Context: an optimization exercise on an open-source flow, tuned for small area, a short achievable clock period and few clock cycles per item. The choices shown serve that exercise and are no tape-out recipe. Function was checked by simulation only, so behaviour that the tests miss may differ from the original.

// board_eval
module board_eval
#(
   parameter int EVAL_WIDTH = 16                       
)
(
   input  logic                         clk,
   input  logic                         reset,
   input  logic [255:0]                 board_in,
   input  logic                         board_valid,
   input  logic                         attack_done,
   input  logic                         clear_eval,
   output logic signed [EVAL_WIDTH-1:0] eval,
   output logic                         eval_valid
);
   logic                              load;
   logic [score_pkg::CNT_BITS-1:0]    cnt;
   logic [score_pkg::OFF_BITS-1:0]    officers;
   eval_control u_eval_control
   (
      .clk         (clk),
      .reset       (reset),
      .board_valid (board_valid),
      .attack_done (attack_done),
      .clear_eval  (clear_eval),
      .load        (load),
      .eval_valid  (eval_valid)
   );
   material_eval u_material_eval
   (
      .clk   (clk),
      .board (board_in),
      .cnt   (cnt)
   );
   phase_count u_phase_count
   (
      .clk      (clk),
      .board    (board_in),
      .officers (officers)
   );
   taper_blend #(
  ...
Size in the first run: ~280 I/O pins.
export LEC_CHECK = 0
export ABC_AREA = 1
export CAP_MARGIN = 20
export CORE_MARGIN = 2
export CORE_UTILIZATION = 40
export SETUP_SLACK_MARGIN = 1.0
export SLEW_MARGIN = 20
create_clock -name core_clock -period 7.0 [get_ports {clk}]
standard.sh (not shown) runs the stock make flow with config.mk's settings and CLKGATE_MAP_FILE= SYNTH_SCRIPT=/design/flow/synth_recipe.tcl, a recipe that flattens the netlist after the stock synthesis.
==> flow/flow/run.sh <==
#!/bin/bash
# The standard layout with two changes:
#  - after the standard synthesis, fapol.py removes inverters around the full adders
#    by using some adders with all pins inverted (a full adder is self-dual); the
#    registers are not touched;
#  - the input and output ports are buffered with buf_1 cells.
set -euo pipefail
R=orfs/results/sky130hd/board_eval/base
bash standard.sh synth > synth_flow.log 2>&1
cp $R/1_2_yosys.v synth_standard.v
python3 flow/fapol.py synth_standard.v $R/1_2_yosys.v > fapol.log 2>&1
touch $R/1_2_yosys.v
bash standard.sh finish BUFFER_PORTS_ARGS="-buffer_cell sky130_fd_sc_hd__buf_1" > finish_flow.log 2>&1
Other scripts of this flow, unchanged in this note and not shown: flow/flow/fapol.py
The first run passed the timing, DRC and antenna checks.
Testbench counts at the start, summed over its fixed seeds: cycles 2,048, boards 512.
Then changed:
- ABC_AREA: 1 -> unset
What happened: Synthesized cell count falls by about 20%. Wire length falls by about 9%.
Then changed:
--- a/flow/flow/run.sh
+++ b/flow/flow/run.sh
@@ -6 +6 @@
-#  - the input and output ports are buffered with buf_1 cells.
+#  - the input and output ports are buffered with buf_2 cells.
@@ -13 +13 @@
-bash standard.sh finish BUFFER_PORTS_ARGS="-buffer_cell sky130_fd_sc_hd__buf_1" > finish_flow.log 2>&1
+bash standard.sh finish BUFFER_PORTS_ARGS="-buffer_cell sky130_fd_sc_hd__buf_2" > finish_flow.log 2>&1
After rerunning:
- The changed run produced a clean layout
- final cell count is about the same
- wire length decreases by about 1.1%
- worst setup slack degrades by 60 ps
- cell area climbs by about 0.9%
- global-route usage shrinks by 0.26 points
- sequential share of layout area stays flat
Then changed:
--- a/flow/flow/run.sh
+++ b/flow/flow/run.sh
@@ -6 +6 @@
-#  - the input and output ports are buffered with buf_2 cells.
+#  - the input and output ports are buffered with buf_1 cells.
@@ -13 +13 @@
-bash standard.sh finish BUFFER_PORTS_ARGS="-buffer_cell sky130_fd_sc_hd__buf_2" > finish_flow.log 2>&1
+bash standard.sh finish BUFFER_PORTS_ARGS="-buffer_cell sky130_fd_sc_hd__buf_1" > finish_flow.log 2>&1
- SETUP_SLACK_MARGIN: 1.0 -> 0.8
The changed run finished with timing, DRC and antenna clean.
Utilization shrinks by 0.93 points.
Area after synthesis is unchanged.
Critical path depth grows by 1.
Hold slack degrades by 7.4 ps.
Via count shrinks by 0.78%.
Cell area shrinks by 2.1%.

* * *

Setup of run 5:
Another version of the RTL of board_eval (not shown whole).
For scale: roughly 280 I/O pins, ~30,000 um2 of cells after synthesis.
==> flow/config.mk <==
export PLATFORM = sky130hd
export DESIGN_NAME = board_eval
export DESIGN_NICKNAME = board_eval
export VERILOG_FILES = /design/flow/design.v
export SDC_FILE = /design/flow/constraint.sdc
export NUM_CORES = 4
export LEC_CHECK = 0
export CAP_MARGIN = 20
export CORE_MARGIN = 2
export CORE_UTILIZATION = 30
export SETUP_SLACK_MARGIN = 1.0
export SLEW_MARGIN = 20
==> flow/constraint.sdc <==
create_clock -name core_clock -period 7.0 [get_ports {clk}]
set_input_delay 1.4000 -clock core_clock [delete_from_list [all_inputs] [get_ports {clk}]]
set_output_delay 1.4000 -clock core_clock [all_outputs]
set_load 0.01 [all_outputs]
==> flow/flow/run.sh <==
#!/bin/bash
# The standard layout with two changes:
#  - after the standard synthesis, fapol.py removes inverters around the full adders
#    by using some adders with all pins inverted (a full adder is self-dual); the
#    registers are not touched;
#  - the input and output ports are buffered with buf_1 cells.
set -euo pipefail
R=orfs/results/sky130hd/board_eval/base
bash standard.sh synth > synth_flow.log 2>&1
cp $R/1_2_yosys.v synth_standard.v
python3 flow/fapol.py synth_standard.v $R/1_2_yosys.v > fapol.log 2>&1
touch $R/1_2_yosys.v
bash standard.sh finish BUFFER_PORTS_ARGS="-buffer_cell sky130_fd_sc_hd__buf_1" > finish_flow.log 2>&1
Other scripts of this flow, unchanged in this note and not shown: flow/flow/fapol.py
Testbench counts of run 5, summed over its fixed seeds: cycles 2,048, boards 512.
The inputs of run 3 differ from those of run 5 as listed below.
--- a/flow/config.mk
+++ b/flow/config.mk
@@ -8,5 +8,5 @@
 export CAP_MARGIN = 20
 export CORE_MARGIN = 2
-export CORE_UTILIZATION = 30
+export CORE_UTILIZATION = 40
 export SETUP_SLACK_MARGIN = 1.0
 export SLEW_MARGIN = 20
Results
Run 3 reached the final stage; the timing, DRC and antenna checks on its layout passed. Run 3 vs. run 5: global-route wire length before repair moved down, post-placement setup slack moved down, utilization of the core after routing moved up. Synthesized cell count: run 5 vs run 3 identical. Run 5 has a lower critical path depth than run 3. Compared to run 5, run 3 shows a wider setup margin. Die area: run 3 vs run 5 down 25%. Summary of run 3 over run 5: overall routed net length has decreased. As far as number of ports placed on the die boundary goes, run 5 and run 3 are indistinguishable; the numbers are identical.

* * *

RTL: one of the versions met above, not the one the previous note started from.
For scale: roughly 2,900 cells after synthesis, roughly 280 I/O pins, about 0.030 sq mm of cells after synthesis.
clock: 7.0 ns
lec_check: 0
cap_margin: 20
core_margin: 2
core_utilization: 40
setup_slack_margin: 1.15
slew_margin: 20
==> flow/flow/fapol.py <==
#!/usr/bin/env python3
"""Removes inverters around full-adder cells in a Yosys gate netlist.

A full adder is self-dual: FA(~a, ~b, ~c) = (~sum, ~cout). Synthesis extracts full
adders with arbitrary input and output polarities and fills the gaps with inverters.
This script picks, for every full adder, whether to use it as is or with all of its
pins inverted, so as to need as few inverters as possible, then rewires the netlist:
every inverter is removed and one inverter per net is put back where some load
needs the inverted value. Registers and all other cells are left as they are.

usage: fapol.py in.v out.v
"""
import math
import random
import re
import sys
from collections import defaultdict

OUT_PINS = {'X', 'Y', 'Q', 'Q_N', 'SUM', 'COUT', 'HI', 'LO'}

src = open(sys.argv[1]).read()
m = re.search(r'^module\s.*?;\n', src, re.S | re.M)
head_end = m.end()
body = src[head_end:]
inst_re = re.compile(r'^\s*(sky130_fd_sc_hd__\w+)\s+(\S+)\s*\((.*?)\);\n', re.S | re.M)
pin_re = re.compile(r'\.(\w+)\(([^()]*)\)')

decls = []       # text lines that are not instances (ports, wires)
insts = []       # [type, name, [(pin, net)]]
pos = 0
for mm in inst_re.finditer(body):
    decls.append(body[pos:mm.start()])
    insts.append([mm.group(1), mm.group(2), [(p, n.strip()) for p, n in pin_re.findall(mm.group(3))]])
    pos = mm.end()
tail = body[pos:]
assert 'assign' not in ''.join(decls) + tail, 'assign statements not handled'

outputs = set()
for line in src[:head_end].split('\n') + ''.join(decls).split('\n'):
    mo = re.match(r'\s*output\s+(\[(\d+):(\d+)\]\s+)?(\S+);', line)
    if mo:
        if mo.group(1):
            hi, lo = int(mo.group(2)), int(mo.group(3))
            for i in range(min(hi, lo), max(hi, lo) + 1):
                outputs.add('%s[%d]' % (mo.group(4), i))
        else:
            outputs.add(mo.group(4))


def is_inv(t):
    return re.match(r'sky130_fd_sc_hd__inv_\d+$', t) is not None


def is_fa(t):
    return re.match(r'sky130_fd_sc_hd__fa_\d+$', t) is not None


driver = {}
for idx, (t, name, pins) in enumerate(insts):
    for p, n in pins:
        if p in OUT_PINS:
            driver[n] = idx

# Inverters that may be removed: not driving an output port
removable = set()
for idx, (t, name, pins) in enumerate(insts):
    if is_inv(t):
        y = dict(pins)['Y']
        if y not in outputs:
            removable.add(idx)


def resolve(n):
    """(base net, parity) through removable inverters."""
    par = 0
    seen = 0
    while n in driver and driver[n] in removable:
        n = dict(insts[driver[n]][2])['A']
        par ^= 1
        seen += 1
        assert seen < 100
    return n, par


# Loads: (instance index, pin, base, parity)
loads = []
for idx, (t, name, pins) in enumerate(insts):
    if idx in removable:
        continue
    for p, n in pins:
        if p in OUT_PINS:
            continue
        b, par = resolve(n)
        loads.append((idx, p, b, par))

fa_ids = [i for i, x in enumerate(insts) if is_fa(x[0])]
flip = defaultdict(int)
loads_of_base = defaultdict(list)
for li, (idx, p, b, par) in enumerate(loads):
    loads_of_base[b].append(li)


def drv_flip(b):
    d = driver.get(b)
    return flip[d] if d is not None and is_fa(insts[d][0]) else 0


def need_inv(li):
    idx, p, b, par = loads[li]
    lf = flip[idx] if is_fa(insts[idx][0]) else 0
    return par ^ lf ^ drv_flip(b)


def base_cost(b):
    return 1 if any(need_inv(li) for li in loads_of_base[b]) else 0


def fa_bases(i):
    out = set()
    for p, n in insts[i][2]:
        if p in OUT_PINS:
            out.add(n)
        else:
            out.add(resolve(n)[0])
    return out


bases_of_fa = {i: fa_bases(i) for i in fa_ids}
all_bases = set(loads_of_base)
before = sum(base_cost(b) for b in all_bases)
def local_cost(i):
    return sum(base_cost(b) for b in bases_of_fa[i])


# Greedy single flips, then simulated annealing with a fixed seed
def greedy():
    for sweep in range(50):
        changed = 0
        for i in fa_ids:
            c0 = local_cost(i)
            flip[i] ^= 1
            if local_cost(i) < c0:
                changed += 1
            else:
                flip[i] ^= 1
        if not changed:
            break


greedy()
rng = random.Random(1)
cur = sum(base_cost(b) for b in all_bases)
best = cur
best_flip = dict(flip)
steps = 300000
for step in range(steps):
    temp = 1.5 * (1 - step / steps) + 0.05
    i = rng.choice(fa_ids)
    c0 = local_cost(i)
    flip[i] ^= 1
    d = local_cost(i) - c0
    if d <= 0 or rng.random() < math.exp(-d / temp):
        cur += d
        if cur < best:
            best = cur
            best_flip = dict(flip)
    else:
        flip[i] ^= 1
flip.clear()
flip.update(best_flip)
greedy()
after = sum(base_cost(b) for b in all_bases)
n_removable = len(removable)

# Rewire
inv_net = {}
new_insts = []
k = 0
for b in sorted(all_bases):
    if base_cost(b):
        w = '_fapol_n%d_' % k
        inv_net[b] = w
        new_insts.append(['sky130_fd_sc_hd__inv_1', '_fapol_i%d_' % k, [('A', b), ('Y', w)]])
        k += 1
pin_net = {}
for li, (idx, p, b, par) in enumerate(loads):
    pin_net[(idx, p)] = inv_net[b] if need_inv(li) else b

dead = set(dict(insts[i][2])['Y'] for i in removable)


def drop_dead(text):
    keep = []
    for line in text.split('\n'):
        mo = re.match(r'\s*wire\s+(\S+)\s*;\s*$', line)
        if mo and mo.group(1) in dead:
            continue
        keep.append(line)
    return '\n'.join(keep)


decls = [drop_dead(x) for x in decls]
out = [src[:head_end]]
out.append(''.join(decls[:1]))
for b, w in sorted(inv_net.items(), key=lambda x: x[1]):
    out.append('  wire %s;\n' % w)
out.append(''.join(decls[1:]))


def emit(t, name, pins):
    s = '  %s %s (\n' % (t, name)
    s += ',\n'.join('    .%s(%s%s)' % (p, n, ' ' if n.startswith('\\') else '') for p, n in pins)
    return s + '\n  );\n'


for idx, (t, name, pins) in enumerate(insts):
    if idx in removable:
        continue
    pins = [(p, n if p in OUT_PINS else pin_net[(idx, p)]) for p, n in pins]
    out.append(emit(t, name, pins))
for t, name, pins in new_insts:
    out.append(emit(t, name, pins))
out.append(tail)
open(sys.argv[2], 'w').write(''.join(out))
print('fapol: %d full adders, %d flipped; inverters %d -> %d'
      % (len(fa_ids), sum(flip[i] for i in fa_ids), n_removable, after))
if len(sys.argv) > 3:
    from collections import Counter
    c = Counter()
    for b in inv_net:
        allinv = all(need_inv(li) for li in loads_of_base[b])
        d = driver.get(b)
        dt = insts[d][0].replace('sky130_fd_sc_hd__', '') if d is not None else 'port'
        c[(allinv, dt)] += 1
    for k, v in c.most_common(30):
        print(v, k)
Scripts as last shown in full above: flow/flow/run.sh
The baseline ran to the end with no violations.
Testbench counts at the start, summed over its fixed seeds: cycles 2,048, boards 512.
Then changed:
--- a/flow/flow/fapol.py
+++ b/flow/flow/fapol.py
@@ -7,5 +7,7 @@
 pins inverted, so as to need as few inverters as possible, then rewires the netlist:
 every inverter is removed and one inverter per net is put back where some load
-needs the inverted value. Registers and all other cells are left as they are.
+needs the inverted value. An inverted input of a two-input XOR needs no inverter:
+the XOR becomes an XNOR (and back). Registers and all other cells are left as
+they are.
 
 usage: fapol.py in.v out.v
@@ -56,4 +58,14 @@
 
 
+def is_xor(t):
+    return re.match(r'sky130_fd_sc_hd__x(n)?or2_\d+$', t) is not None
+
+
+XOR_SWAP = {}
+for _d in (1, 2, 4):
+    XOR_SWAP['sky130_fd_sc_hd__xor2_%d' % _d] = 'sky130_fd_sc_hd__xnor2_%d' % _d
+    XOR_SWAP['sky130_fd_sc_hd__xnor2_%d' % _d] = 'sky130_fd_sc_hd__xor2_%d' % _d
+
+
 driver = {}
 for idx, (t, name, pins) in enumerate(insts):
@@ -106,8 +118,15 @@
 
 
-def need_inv(li):
+def raw_inv(li):
     idx, p, b, par = loads[li]
     lf = flip[idx] if is_fa(insts[idx][0]) else 0
     return par ^ lf ^ drv_flip(b)
+
+
+def need_inv(li):
+    # An inverted input of a two-input XOR is absorbed by swapping XOR and XNOR
+    if is_xor(insts[loads[li][0]][0]):
+        return 0
+    return raw_inv(li)
 
 
@@ -214,8 +233,18 @@
 
 
+toggles = defaultdict(int)
+for li, (idx, p, b, par) in enumerate(loads):
+    if is_xor(insts[idx][0]):
+        toggles[idx] ^= raw_inv(li)
+n_swapped = 0
 for idx, (t, name, pins) in enumerate(insts):
     if idx in removable:
         continue
     pins = [(p, n if p in OUT_PINS else pin_net[(idx, p)]) for p, n in pins]
+    if toggles[idx]:
+        to = 'Y' if 'xnor2' in XOR_SWAP[t] else 'X'
+        t = XOR_SWAP[t]
+        pins = [(to if p in ('X', 'Y') else p, n) for p, n in pins]
+        n_swapped += 1
     out.append(emit(t, name, pins))
 for t, name, pins in new_insts:
@@ -223,6 +252,6 @@
 out.append(tail)
 open(sys.argv[2], 'w').write(''.join(out))
-print('fapol: %d full adders, %d flipped; inverters %d -> %d'
-      % (len(fa_ids), sum(flip[i] for i in fa_ids), n_removable, after))
+print('fapol: %d full adders, %d flipped; inverters %d -> %d; %d XOR/XNOR swapped'
+      % (len(fa_ids), sum(flip[i] for i in fa_ids), n_removable, after, n_swapped))
 if len(sys.argv) > 3:
     from collections import Counter
--- a/flow/config.mk
+++ b/flow/config.mk
@@ -9,4 +9,4 @@
 export CORE_MARGIN = 2
 export CORE_UTILIZATION = 40
-export SETUP_SLACK_MARGIN = 1.15
+export SETUP_SLACK_MARGIN = 1.0
 export SLEW_MARGIN = 20
After rerunning: The new run ran to the end with no violations. Global-route usage stays flat. Synthesized area goes down by 0.46%. Setup slack gets better by 0.049 ns. Wire length goes up by about 0.34%. Final area goes down by about 0.9%. Die area goes down by 0.46%. Synthesized cell count goes down by about 1.3%. Hold slack gets worse by 0.0095 ns. Via count goes down by about 0.5%.

## port drivers added, routing unchanged
No port has a modelled driver above. Below, the same layouts with a new extraction and two added sets of constraints. Step 1 sets driving cells, clkbuf_16 on the clock port and buf_2 on the other inputs (assumed; they add their load-dependent delay and slew). Step 2, shift: input delay + t, output delay - t, t = (earliest + latest rising clock arrival at the registers) / 2. This alone moves slack from input paths to output paths. Slacks: ideal / step 1 / step 2; pairs: ideal / step 1.
| run | t, ns | setup slack, ns | latest minus earliest clock arrival (ns) | cell pins on the clock port's net |
|---|---|---|---|---|
| the first run of note 1 | 0.516 | 1.278 / 1.300 / 0.794 | 0.029 / 0.029 | 1 |
| the second run of note 1 | 0.498 | 1.175 / 1.175 / 0.885 | 0.018 / 0.018 | 1 |
| the third run of note 1 | 0.512 | 1.115 / 1.115 / 0.940 | 0.014 / 0.015 | 1 |
| the fourth run of note 1 | 0.502 | 1.027 / 1.027 / 0.876 | 0.015 / 0.015 | 1 |
| run 5 | 0.498 | 1.214 / 1.214 / 0.893 | 0.012 / 0.012 | 1 |
| run 3 | 0.503 | 1.231 / 1.231 / 0.844 | 0.015 / 0.014 | 1 |
| the first run of note 3 | 0.504 | 1.105 / 1.105 / 0.924 | 0.011 / 0.011 | 1 |
| the second run of note 3 | 0.489 | 1.154 / 1.154 / 0.875 | 0.013 / 0.013 | 1 |
After both steps setup and hold are still met in every run listed. The setup slack of the first run of note 1, which loses most, moves by +0.022 ns with the drivers and by -0.484 ns with both steps.
